Source: an optimization exercise on an open RTL-to-GDS flow (aim: small area and a short achievable clock period). Production flows keep margins and buffers that such runs may drop. Where RTL was checked, it was by simulation tests only, not by an equivalence proof against the original. Function not checked in run 2: the RTL went through the layout flow alone. Power is estimated from default activity; no workload was simulated.

**flow/design.v**
```verilog
`default_nettype none
`timescale 1ns/100ps
module acs_unit (
	input  logic                     run,
	input  logic                     decision,
	input  logic [10-1:0] pm_upper,
	input  logic [10-1:0] pm_lower,
	input  logic [6-1:0] bm_upper,
	input  logic [6-1:0] bm_lower,
	output logic [10-1:0] pm_out
);
	logic [10-1:0] pm_sel;
	logic [6-1:0] bm_sel;
	assign pm_sel = decision ? pm_lower : pm_upper;
	assign bm_sel = decision ? bm_lower : bm_upper;
	assign pm_out = run ? pm_sel + {{(10-6){1'b0}}, bm_sel} : '0;
endmodule
`default_nettype wire
`default_nettype none
module acs_compare (
	input  logic [10-1:0] pm_upper,
	input  logic [10-1:0] pm_lower,
	input  logic [10-1:0] delta,
	output logic                     decision
);
	localparam int W = 10;
	logic [W-1:0] neg_upper;
	logic [W-1:0] s;
	logic [W:0]   k;
	logic [W-2:0] g;
	logic [W-2:0] p;
	logic         c_top;
	assign neg_upper = ~pm_upper;
	always_comb begin
		k[0] = 1'b1;
		for (int i = 0; i < W; i++) begin
			s[i] = pm_lower[i] ^ neg_upper[i] ^ delta[i];
			k[i+1] = (pm_lower[i] & neg_upper[i]) | (pm_lower[i] & delta[i]) | (neg_upper[i] & delta[i]);
		end
		for (int i = 0; i < W-1; i++) begin
			g[i] = s[i] & k[i];
			p[i] = s[i] | k[i];
		end
		c_top = 1'b0;
		for (int i = 0; i < W-1; i++) begin
			c_top = g[i] | (p[i] & c_top);
		end
	end
	assign decision = s[W-1] ^ k[W-1] ^ c_top;
endmodule
`default_nettype wire
`default_nettype none
`timescale 1ns/100ps
module acs_bank (
	input  logic                                       run,
	input  logic [8*6-1:0]                 bm_set,
	input  logic [8*(6+1)-1:0]             bm_delta,
	input  logic [64*10-1:0]   old_metrics,
	input  logic [64-1:0]                 sel,
	output logic [64*10-1:0]   new_metrics,
	output logic [64-1:0]                 decisions
);
	localparam logic [3*32-1:0] BUTTERFLY_LABEL = {
		3'b000, 3'b110, 3'b111, 3'b001, 3'b101, 3'b011, 3'b010, 3'b100,
		3'b010, 3'b100, 3'b101, 3'b011, 3'b111, 3'b001, 3'b000, 3'b110,
		3'b001, 3'b111, 3'b110, 3'b000, 3'b100, 3'b010, 3'b011, 3'b101,
		3'b011, 3'b101, 3'b100, 3'b010, 3'b110, 3'b000, 3'b001, 3'b111
	};
	localparam int DW = 6 + 1;
	logic [8*10-1:0] delta_ext;
	genvar j, l;
	generate
		for (l = 0; l < 8; l++) begin : g_delta
			assign delta_ext[l*10 +: 10] =
				{{(10-DW){bm_delta[l*DW + DW-1]}}, bm_delta[l*DW +: DW]};
		end
		for (j = 0; j < 32; j++) begin : g_bfly
			localparam logic [3-1:0] LBL_DIRECT =
				BUTTERFLY_LABEL[3*(32-1-j) +: 3];
			localparam logic [3-1:0] LBL_CROSS = ~LBL_DIRECT;
			logic [10-1:0] pm_upper;
			logic [10-1:0] pm_lower;
			assign pm_upper = old_metrics[j*10 +: 10];
			assign pm_lower = old_metrics[(j + 32)*10 +: 10];
			acs_compare u_cmp_even (
				.pm_upper (pm_upper),
				.pm_lower (pm_lower),
				.delta    (delta_ext[LBL_DIRECT*10 +: 10]),
				.decision (decisions[2*j])
			);
			acs_compare u_cmp_odd (
				.pm_upper (pm_upper),
				.pm_lower (pm_lower),
				.delta    (delta_ext[LBL_CROSS*10 +: 10]),
				.decision (decisions[2*j + 1])
			);
			acs_unit u_acs_even (
				.run      (run),
				.decision (sel[2*j]),
				.pm_upper (pm_upper),
				.pm_lower (pm_lower),
				.bm_upper (bm_set[LBL_DIRECT*6 +: 6]),
				.bm_lower (bm_set[LBL_CROSS*6 +: 6]),
				.pm_out   (new_metrics[(2*j)*10 +: 10])
			);
			acs_unit u_acs_odd (
				.run      (run),
				.decision (sel[2*j + 1]),
				.pm_upper (pm_upper),
				.pm_lower (pm_lower),
				.bm_upper (bm_set[LBL_CROSS*6 +: 6]),
				.bm_lower (bm_set[LBL_DIRECT*6 +: 6]),
				.pm_out   (new_metrics[(2*j + 1)*10 +: 10])
			);
		end
	endgenerate
endmodule
`default_nettype wire
`default_nettype none
`timescale 1ns/100ps
module path_metric_store (
	input  logic                                     clk,
	input  logic                                     reset_n,
	input  logic [8*6-1:0]               bm_in,
	input  logic [64*10-1:0] new_metrics,
	output logic                                     phase,
	output logic                                     phase_a,
	output logic                                     run,
	output logic [8*6-1:0]               bm_set,
	output logic [8*(6+1)-1:0]           bm_delta,
	output logic [64*10-1:0] old_metrics
);
	always_ff @(posedge clk or negedge reset_n) begin
		if (!reset_n) begin
			phase <= 1'b0;
		end else begin
			phase <= ~phase;
		end
	end
	always_ff @(posedge clk or negedge reset_n) begin
		if (!reset_n) begin
			phase_a <= 1'b1;
		end else begin
			phase_a <= ~phase_a;
		end
	end
	always_ff @(posedge clk or negedge reset_n) begin
		if (!reset_n) begin
			run <= 1'b0;
		end else begin
			run <= 1'b1;
		end
	end
	always_ff @(posedge clk) begin
		if (!phase) begin
			bm_set <= bm_in;
		end
	end
	always_ff @(posedge clk) begin
		if (!phase) begin
			for (int l = 0; l < 8; l++) begin
				bm_delta[l*(6+1) +: 6+1] <=
					{1'b0, bm_in[(7-l)*6 +: 6]} -
					{1'b0, bm_in[l*6 +: 6]};
			end
		end
	end
	always_ff @(posedge clk) begin
		if (!phase) begin
			old_metrics <= new_metrics;
		end
	end
endmodule
`default_nettype wire
`default_nettype none
`timescale 1ns/100ps
module decision_register (
	input  logic                       clk,
	input  logic                       reset_n,
	input  logic                       phase,
	input  logic [64-1:0] decisions,
	output logic [64-1:0] sel_out,
	output logic [64-1:0] sel_int
);
	always_ff @(posedge clk) begin
		if (phase) begin
			sel_int <= decisions;
		end
	end
	always_ff @(posedge clk or negedge reset_n) begin
		if (!reset_n) begin
			sel_out <= '0;
		end else if (phase) begin
			sel_out <= decisions;
		end
	end
endmodule
`default_nettype wire
`default_nettype none
`timescale 1ns/100ps
module viterbi_pmu (
	input  logic                       clk,
	input  logic                       reset_n,
	input  logic [6-1:0]   bm_000,
	input  logic [6-1:0]   bm_001,
	input  logic [6-1:0]   bm_010,
	input  logic [6-1:0]   bm_011,
	input  logic [6-1:0]   bm_100,
	input  logic [6-1:0]   bm_101,
	input  logic [6-1:0]   bm_110,
	input  logic [6-1:0]   bm_111,
	output logic [64-1:0] sel_out,
	output logic                       clk_div2_out
);
	logic [8*6-1:0]                 bm_in;
	logic [8*6-1:0]                 bm_set;
	logic [8*(6+1)-1:0]             bm_delta;
	logic                                       phase;
	logic                                       phase_a;
	logic                                       run;
	logic [64*10-1:0]   old_metrics;
	logic [64*10-1:0]   new_metrics;
	logic [64-1:0]                 decisions;
	logic [64-1:0]                 sel_int;
	assign bm_in = {bm_111, bm_110, bm_101, bm_100, bm_011, bm_010, bm_001, bm_000};
	assign clk_div2_out = phase_a;
	acs_bank u_acs_bank (
		.run         (run),
		.bm_set      (bm_set),
		.bm_delta    (bm_delta),
		.old_metrics (old_metrics),
		.sel         (sel_int),
		.new_metrics (new_metrics),
		.decisions   (decisions)
	);
	path_metric_store u_path_metric_store (
		.clk         (clk),
		.reset_n     (reset_n),
		.bm_in       (bm_in),
		.new_metrics (new_metrics),
		.phase       (phase),
		.phase_a     (phase_a),
		.run         (run),
		.bm_set      (bm_set),
		.bm_delta    (bm_delta),
		.old_metrics (old_metrics)
	);
	decision_register u_decision_register (
		.clk       (clk),
		.reset_n   (reset_n),
		.phase     (phase),
		.decisions (decisions),
		.sel_out   (sel_out),
		.sel_int   (sel_int)
	);
endmodule
`default_nettype wire
```
**flow/constraint.sdc**
```tcl
create_clock -name core_clock -period 6.2 [get_ports {clk}]
set_input_delay 1.2400 -clock core_clock [delete_from_list [all_inputs] [get_ports {clk}]]
set_output_delay 1.2400 -clock core_clock [all_outputs]
set_load 0.01 [all_outputs]
```
**flow/run.sh**
```bash
#!/bin/bash
# synth_recipe.tcl (not shown) runs the flow's synth.tcl, then flattens the netlist and writes it again
# the make line also repeats each setting of config.mk as NAME=value (left out here)
make -C /OpenROAD-flow-scripts/flow DESIGN_CONFIG=/design/flow/config.mk WORK_HOME=/design/flow/orfs CLKGATE_MAP_FILE= SYNTH_SCRIPT=/design/flow/synth_recipe.tcl finish
```
**flow/config.mk**
```make
export PLATFORM = sky130hd
export DESIGN_NAME = viterbi_pmu
export DESIGN_NICKNAME = viterbi_pmu
export VERILOG_FILES = /design/flow/design.v
export SDC_FILE = /design/flow/constraint.sdc
export NUM_CORES = 4
export LEC_CHECK = 0
export ABC_AREA = 1
export ABC_CLOCK_PERIOD_IN_PS = 3200
export CAP_MARGIN = 20
export CORE_MARGIN = 2
export CORE_UTILIZATION = 60
export SETUP_SLACK_MARGIN = 3.0
export SLEW_MARGIN = 20
```
==> flow_summary_export.csv, run 1 <==
group,metric,value,unit
critical_path,cp-start-kind,"flop",
cells_and_area,fill_cells,11860,
synthesis,synth_seq_area_share,0.307,
floorplanning,fp.dieH,378,um
clock_network,clk_latency,760,ps
worst_hold_path,hold_path_class,"reg -> reg",
critical_path,r2r_slack,3000,ps
pwr,peakVddDrop,0.409,mV
timing,setup_viol,0,
timing,setup_tns,0,ps
critical_path,crit_buf_inv,1,
timing,maxSlewHeadroom,0.217,
cells_and_area,regArea,25800,um2
clock_network,clock-sinks,871,
placement,hpwlAfterDp,248,mm
grt,gr-total-overflow,0,
synthesis,netlist_area,84100,um2
placement,dp_cells,12278,
critical_path,criticalPathCategory,"reg -> reg",
critical_path,crit_required,6700,ps
synthesis,syn_nets,11640,
cells_and_area,drive_gt1_frac,0.0772,
grt,grt_antenna_before_repair,17,
critical_path,path_delay_family,"compound AO/OA/AOI/OAI gates",
placement,io_buffers,114,
critical_path,cp.arrival,3700,ps
synthesis,ys.flop_type,"edfxtp_1",
critical_path,crit_chain,"inv_1 > o21ai_1 > ha_1 > nand2_1 > nor2_1 > a211oi_2 > nor2_1 > nor2_1 > o21bai_2 > nand3_1 > o21ai_1 > a21oi_1",
clock_network,cts_tree,"yes",
route,wl_per_cell,25.9,um
critical_path,worstSetupEndpointType,"flop",
clock_network,cts_root_buf,"clkbuf_16",
critical_path,crit_slowest_cell,"edfxtp_1",
pwr,cellPowerDensity,515,nW/um2
placement,gp_congestion,1.08,
route,drc,0,
route,postRouteAntennaNets,0,
synthesis,synth-async-reset-ratio,0.0769,
timing,hold_viol,0,
floorplanning,num_rows,137,
grt,grt_usage,0.448,
clock_network,clk_pin_slew_worst_paths,60,ps
grt,grt_pass1_wl,459,mm
timing,max_freq,0.313,GHz
synthesis,synth.distinct_cells,43,
synthesis,synth-seq-cells,871,
pwr,p_leak,0.0404,uW
critical_path,crit_top_cell,"nor2_1",
route,vias,75779,
outcome,status,"timing/DRC/antenna clean",
route,viasPerCell,6.02,
clock_network,clk_path_buf_depth,3,
grt,grt_max_degree,146,
pwr,totalPowerFinal,47300,uW
timing,min_period_over_period,0.516,
timing,worst-slew-pin-transition,1170,ps
timing,fin_crit,3200,ps
timing,rsz0062_at_grt,"true",
synthesis,avgSynthCellArea,7.98,um2
route,first_pass_iters,6,
floorplanning,fp.dieW,378,um
synthesis,netlist_instances,10542,
critical_path,cp_max_fo,9,
grt,grt_pass1_vias,69892,
floorplanning,core_area,139000,um2
cells_and_area,synthToLayoutAreaGrowth,9.15,%
floorplanning,die_area,143000,um2
cells_and_area,multi_input_area,50200,um2
cells_and_area,nets,11718,
clock_network,cts_buffers,103,
synthesis,synth_edf_count,804,
route,drt-total-wl,327,mm
synthesis,ys_warn_count,3,
route,drt-initial-drc-count,9235,
timing,finalClockSkew,35.3,ps
floorplanning,start_util,0.603,
clock_network,htreeDepth,3,
job,drv_cap,0,
floorplanning,ios,115,
cells_and_area,stdcell_count,12593,
critical_path,cp_slowest_stage_delay,630,ps
timing,maxSlewViolCount,0,
## cells in the final DEF (no fill, tap or decap), types with 15 or more instances in the layout
master and count:
a21oi_2 18, buf_4 120, o22a_1 29, nand3_1 220, nand2_1 2372, o21bai_2 63
xor2_1 150, fa_1 616, nor2_2 96, edfxtp_1 804, o21ai_1 239, nor3_1 119
clkbuf_16 104, a21oi_1 608, or2_2 55, xnor2_1 105, nand3b_1 24, nor2_1 539
a22o_1 33, ha_1 432, o21ai_0 1260, o22ai_1 90, o21a_1 122, nand2_2 17
clkdlybuf4s50_1 113, and2_1 64, buf_6 39, o21bai_1 19, a211oi_2 62, clkinv_2 18
dfrtp_1 64, clkinvlp_4 25, nor3_2 64, clkbuf_1 16, a22oi_1 15, o21ai_2 65
inv_1 1782, buf_12 20
## cell families after synthesis
logic type / synth area share
other cells: 0.0000446
xor+xnor: 0.0266
simple gates: 0.178
fa+ha+maj: 0.211
flops: 0.307
buf+inv: 0.0969
compound gates: 0.180
## where the power goes
group	switching, uW	internal (uW)	leakage, uW
Clock	2880	3660	0.00168
Sequential	3410	9280	0.00891
Combinational	17400	10600	0.0298
## Yosys cell counts, types with 2 or more instances
cell type  count  area, um2
nand2_2       17        106
nor2_2        96        601
and2_1        64        400
buf_1         66        248
a21oi_1      626       3130
o22a_1        29        254
a211oi_2      62        776
o21bai_2      63        709
o21ai_1      213       1070
o21ai_2       64        561
o21ai_0     1287       6440
nor3_2        61        611
or2_1         12       75.1
nor3_1       122        611
nand3b_1      24        180
clkbuf_1     164        616
buf_4          8       60.1
a211oi_1      13       97.6
a22oi_1       15        113
o211ai_1       3       22.5
buf_2         91        455
or2_2         55        344
dfrtp_1       66       1650
o31ai_1        4       30.0
nand3_2        3       30.0
xnor2_1      105        920
ha_1         432       5410
o21a_1       124        931
nand2_1     2372       8900
edfxtp_1     804      24100
o21bai_1      19        143
inv_1       1802       6760
nor2_1       539       2020
a22o_1        33        289
fa_1         616      12300
xor2_1       150       1310
clkinv_1       2       7.51
or2_0          3       18.8
o22ai_1       90        563
nand3_1      220       1100
## layer usage
metal  part of all wire  GRT usage  vias to the layer above
met5            0.00028          0                        -
met4               0.11      0.405                       14
met3               0.11     0.0894                     1062
met2               0.42      0.665                     4317
met1               0.36      0.555                    35869
li1                   -          -                    34517
## final cells by class
class / instances / share of cell area
diodes: 7 / 0.000191
clock buffers: 128 / 0.0302
clock inverters: 67 / 0.00802
inverters: 1804 / 0.0745
multi-input cells: 7538 / 0.547
flip-flops and latches: 871 / 0.281
well taps: 1876 / 0.0256
repair buffers: 302 / 0.0331
## state kept, by name, indices dropped and copies added (netlist names)
| name | count |
|---|---|
| u_path_metric_store.old_metrics | 640 |
| u_decision_register.sel_out | 64 |
| u_path_metric_store.phase_a | 1 |
| u_decision_register.sel_int | 64 |
| u_path_metric_store.bm_set | 48 |
| u_path_metric_store.run | 1 |
| u_path_metric_store.bm_delta | 52 |
| u_path_metric_store.phase | 1 |
## worst paths after layout
check,depth (start not counted),end,from
worst max-delay path,12,u_path_metric_store.old_metrics[208],u_path_metric_store.bm_set[33]
worst min-delay path,1,u_path_metric_store.phase_a,u_path_metric_store.phase_a
worst max register to register,12,u_path_metric_store.old_metrics[208],u_path_metric_store.bm_set[33]
worst min register to register,1,u_path_metric_store.phase_a,u_path_metric_store.phase_a
max in group asynchronous,2,u_decision_register.sel_out[37],reset_n
min in group asynchronous,1,u_decision_register.sel_out[58],reset_n
## metrics by stage
stage,hold slack [ps],cell area [um2],setup WS (ps),utilization
3_5_place_dp,427,86900,2570,0.624
6_report,439,91800,3000,0.659
5_1_grt,451,91800,2940,0.659
2_1_floorplan,441,84100,2910,-
4_1_cts,441,90700,3000,0.651
3_3_place_gp,421,86900,2540,0.624
## what timing repair did
| action | 4_1_cts | 5_1_grt |
|---|---|---|
| resized for setup | 30 | 34 |
| hold buffers | 0 | 0 |
| buffers inserted | 19 | 91 |
| endpoints found under the setup margin | 89 | 190 |
==> run 2: changes to the inputs <==
--- a/flow/design.v
+++ b/flow/design.v
@@ -14,5 +14,19 @@
 	assign pm_sel = decision ? pm_lower : pm_upper;
 	assign bm_sel = decision ? bm_lower : bm_upper;
-	assign pm_out = run ? pm_sel + {{(10-6){1'b0}}, bm_sel} : '0;
+	logic [10:0] c;
+	logic [10-1:0] sum;
+	always_comb begin
+		c[0] = 1'b0;
+		for (int i = 0; i < 10; i++) begin
+			if (i < 6) begin
+				sum[i] = pm_sel[i] ^ bm_sel[i] ^ c[i];
+				c[i+1] = (pm_sel[i] & bm_sel[i]) | ((pm_sel[i] ^ bm_sel[i]) & c[i]);
+			end else begin
+				sum[i] = pm_sel[i] ^ c[i];
+				c[i+1] = pm_sel[i] & c[i];
+			end
+		end
+	end
+	assign pm_out = run ? sum : '0;
 endmodule
 `default_nettype wire
--- a/flow/config.mk
+++ b/flow/config.mk
@@ -6,9 +6,8 @@
 export NUM_CORES = 4
 export LEC_CHECK = 0
-export ABC_AREA = 1
-export ABC_CLOCK_PERIOD_IN_PS = 3200
+export ABC_CLOCK_PERIOD_IN_PS = 3000
 export CAP_MARGIN = 20
 export CORE_MARGIN = 2
 export CORE_UTILIZATION = 60
-export SETUP_SLACK_MARGIN = 3.0
+export SETUP_SLACK_MARGIN = 3.2
 export SLEW_MARGIN = 20
==> run 2 against run 1 <==
  * Still clean
  * Clock-buffer cell count down 7
  * Cell area up 0.57%
  * Register-to-register slack worse by 800 ps
  * Utilization up 6.5 points
  * Final cell count down 32%
  * Setup slack worse by 800 ps
  * Global-route usage down 2.4 points
  * Highest routed layer unchanged
==> flow_summary_export.csv, run 2 <==
group,metric,value,unit
floorplanning,fp.dieH,362,um
clock_network,cts_root_buf,"clkbuf_16",
cells_and_area,nets,8015,
timing,max_freq,0.250,GHz
clock_network,cts_buffers,105,
timing,fin_ws,2200,ps
cells_and_area,design_area,92300,um2
job,drv_cap,0,
cells_and_area,multi_input_area,52200,um2
cells_and_area,top_register,"u_path_metric_store.old_metrics",
route,postRouteAntennaNets,0,
route,vias,55436,
clock_network,cts_tree,"yes",
synthesis,synth-seq-cells,871,
floorplanning,core_area,128000,um2
pwr,pwr-share-comb,0.612,
clock_network,clock-sinks,871,
critical_path,cp_slowest_stage_delay,440,ps
pwr,p_sw,23300,uW
cells_and_area,layout_commonest_cell,"edfxtp_1",
grt,grt_max_degree,196,
route,viasPerCell,6.49,
floorplanning,num_rows,131,
timing,worst-slew-pin-transition,1250,ps
timing,maxSlewViolCount,0,
timing,fin_crit,4000,ps
critical_path,crit_required,6690,ps
synthesis,ys.flop_type,"edfxtp_1",
cells_and_area,largest_registers,"u_path_metric_store.old_metrics (640), u_decision_register.sel_int (64), u_decision_register.sel_out (64)",
cells_and_area,drive_gt1_frac,0.352,
cells_and_area,regArea,25800,um2
placement,dp_cells,7936,
floorplanning,fp.dieW,362,um
placement,io_buffers,114,
outcome,status,"timing/DRC/antenna clean",
timing,maxSlewHeadroom,0.169,
route,drc,0,
grt,grt_pass1_vias,54959,
timing,finalClockSkew,33.4,ps
synthesis,synth-async-reset-ratio,0.0769,
clock_network,htreeDepth,3,
synthesis,netlist_area,77000,um2
pwr,peakVddDrop,0.336,mV
cells_and_area,synthToLayoutAreaGrowth,19.8,%
critical_path,cp-start-kind,"flop",
pwr,seq_power_share,0.261,
worst_hold_path,hold_path_class,"reg -> reg",
cells_and_area,utilization,0.724,
critical_path,cp_max_fo,6,
route,drt-initial-drc-count,7121,
floorplanning,die_area,131000,um2
pwr,power.share.clock,0.128,
cells_and_area,layout_common_cells,"edfxtp_1, mux2_2, fa_1",
timing,rsz0062_at_grt,"true",
synthesis,avgSynthCellArea,12.1,um2
pwr,cellPowerDensity,558,nW/um2
placement,place_area,80200,um2
synthesis,ys_warn_count,4,
cells_and_area,fill_cells,8692,
synthesis,synth_top_area_cell,"edfxtp_1",
route,first_pass_iters,8,
cells_and_area,largest_reg_flops,640,
route,wl_per_cell,32.5,um
critical_path,criticalPathCategory,"reg -> reg",
pwr,cellInternalPower,28300,uW
critical_path,crit_slowest_cell,"edfxtp_1",
synthesis,syn_nets,7584,
pwr,p_leak,0.0360,uW
synthesis,yosysMostFrequentCell,"fa_1",
floorplanning,start_util,0.604,
synthesis,netlist_instances,6358,
synthesis,synth.distinct_cells,64,
critical_path,path_delay_family,"adder cells",
timing,setup_tns,0,ps
placement,gp_congestion,1.02,
critical_path,cp.arrival,4490,ps
synthesis,synth_edf_count,804,
critical_path,crit_buf_inv,5,
cells_and_area,stdcell_count,8548,
placement,hpwlAfterDp,195,mm
synthesis,synth_top_area_frac,0.313,
clock_network,hold_buffers,0,
synthesis,synthTopCellsByCount,"fa_1, edfxtp_1, mux2_2",
timing,hold_viol,0,
clock_network,clk_path_buf_depth,3,
timing,min_period_over_period,0.645,
pwr,p_sw_frac,0.452,
grt,grt_usage,0.424,
synthesis,synth_area_leaders,"edfxtp_1, fa_1, mux2_2",
synthesis,synth_seq_area_share,0.335,
critical_path,worstSetupEndpointType,"flop",
route,drt-total-wl,278,mm
timing,setup_viol,0,
grt,gr-total-overflow,0,
floorplanning,ios,115,
clock_network,clk_latency,750,ps
grt,grt_antenna_before_repair,24,
placement,dpl_worst_slack,1800,ps
critical_path,crit_chain,"buf_6 > buf_12 > buf_12 > mux2_4 > ha_4 > inv_2 > fa_2 > inv_2 > fa_2 > fa_2 > fa_2 > fa_2 > ha_4 > ha_4 > ha_4 > xnor2_1 > and2_1",
critical_path,crit_top_cell,"fa_2",
clock_network,clk_pin_slew_worst_paths,60,ps
grt,grt_pass1_wl,393,mm
run 2: cell types whose count changed after synthesis, sizes merged, moves of 499 or more:
cell	previous run	this run
and2	64	591
o21ai	1564	216
mux2	0	804
inv	1802	642
nand2	2389	205
a21oi	626	116
nor2	635	136
run 2: cell type report:
| cell class | instances | area share |
|---|---|---|
| Antenna cell | 4 | 0.000108 |
| Clock buffer | 121 | 0.0300 |
| Clock inverter | 79 | 0.00892 |
| Inverter | 643 | 0.0290 |
| Multi-Input combinational cell | 4572 | 0.565 |
| Sequential cell | 871 | 0.280 |
| Tap cell | 1662 | 0.0225 |
| Timing Repair Buffer | 596 | 0.0646 |
run 2: per-layer routing:
metal	share of wire	routed length, um	track usage	vias up
met1	0.39	108000	0.591	28261
met3	0.13	36600	0.128	709
met4	0.066	18400	0.226	8
met2	0.41	115000	0.598	3400
met5	0.00020	55	0	-
li1	-	-	-	23058
run 2: worst paths after layout:
kind	slack, ps	from	depth (start not counted)	end
min in group asynchronous	570	reset_n	1	u_decision_register.sel_out[0]
worst max-delay path	2200	u_path_metric_store.bm_set[36]	17	u_path_metric_store.old_metrics[339]
worst min-delay path	440	u_path_metric_store.phase_a	1	u_path_metric_store.phase_a
worst min register to register	440	u_path_metric_store.phase_a	1	u_path_metric_store.phase_a
worst max register to register	2200	u_path_metric_store.bm_set[36]	17	u_path_metric_store.old_metrics[339]
max in group asynchronous	4280	reset_n	2	u_path_metric_store.run
run 2: cell families after synthesis:
kind of cell / share of synthesized area
simple gates: 0.0871
xor+xnor: 0.0351
fa+ha+maj: 0.287
mux: 0.143
compound gates: 0.0680
other cells: 0.0000487
buf+inv: 0.0447
flops: 0.335
run 2: worst reg2reg max path: stages (launching register included):
cell and delay, ps:
edfxtp_1 440, buf_6 150, buf_12 140, buf_12 130, mux2_4 290, ha_4 170
inv_2 50, fa_2 180, inv_2 40, fa_2 350, fa_2 360, fa_2 350
fa_2 370, ha_4 170, ha_4 150, ha_4 150, xnor2_1 110, and2_1 150
run 2: through the flow:
step	hold slack, ps	total power [uW]
after floorplan	441	30000
after global placement	421	39700
after detailed placement	426	40300
after CTS	438	49300
after global routing	459	54400
final	437	51500
run 2: repair_timing:
action / 4_1_cts / 5_1_grt
setup buffers: 345 / 56
gates cloned: 4 / 1
endpoints found under the hold margin: 0 / 0
pin swaps: 68 / 109
endpoints found under the setup margin: 541 / 426
gates resized for setup: 905 / 301
run 2: power groups by stage:
stage | clock network, uW | registers (uW) | logic (uW)
2_1_floorplan | 0 | 11200 | 18700
3_3_place_gp | 0 | 13400 | 26300
3_5_place_dp | 0 | 13300 | 27000
4_1_cts | 6590 | 13200 | 29500
5_1_grt | 6790 | 13500 | 34100
6_report | 6570 | 13400 | 31500

## static timing again, ports no longer ideal
How much do the figures lean on ideal ports? The routed layouts below were timed once more, with nothing changed but the port constraints. Step 1 sets driving cells, clkbuf_16 on the clock port and buf_2 on the other inputs (assumed; they add their load-dependent delay and slew). Step 2 adds t to the input delays and takes it off the output delays; t is the mean of the earliest and latest rising clock arrival at the registers after step 1. Input paths then give back, and output paths get back, about the clock's delay inside the block. a / b / c = ideal / step 1 / step 2; a / b = the first two.
run | t (ns) | setup slack, ns | worst setup path after step 2 | worst data-port slew with drivers (ns) | pins driven straight from the clock port
run 1 | 0.826 | 3.001 / 2.927 / 2.528 | input to register | 0.04 | 1
run 2 | 0.818 | 2.202 / 2.202 / 2.202 | register to register | 0.05 | 1
After both steps every run listed still meets setup and hold. The setup slack of run 1, which loses most, moves by -0.074 ns with the drivers and by -0.473 ns with both steps.
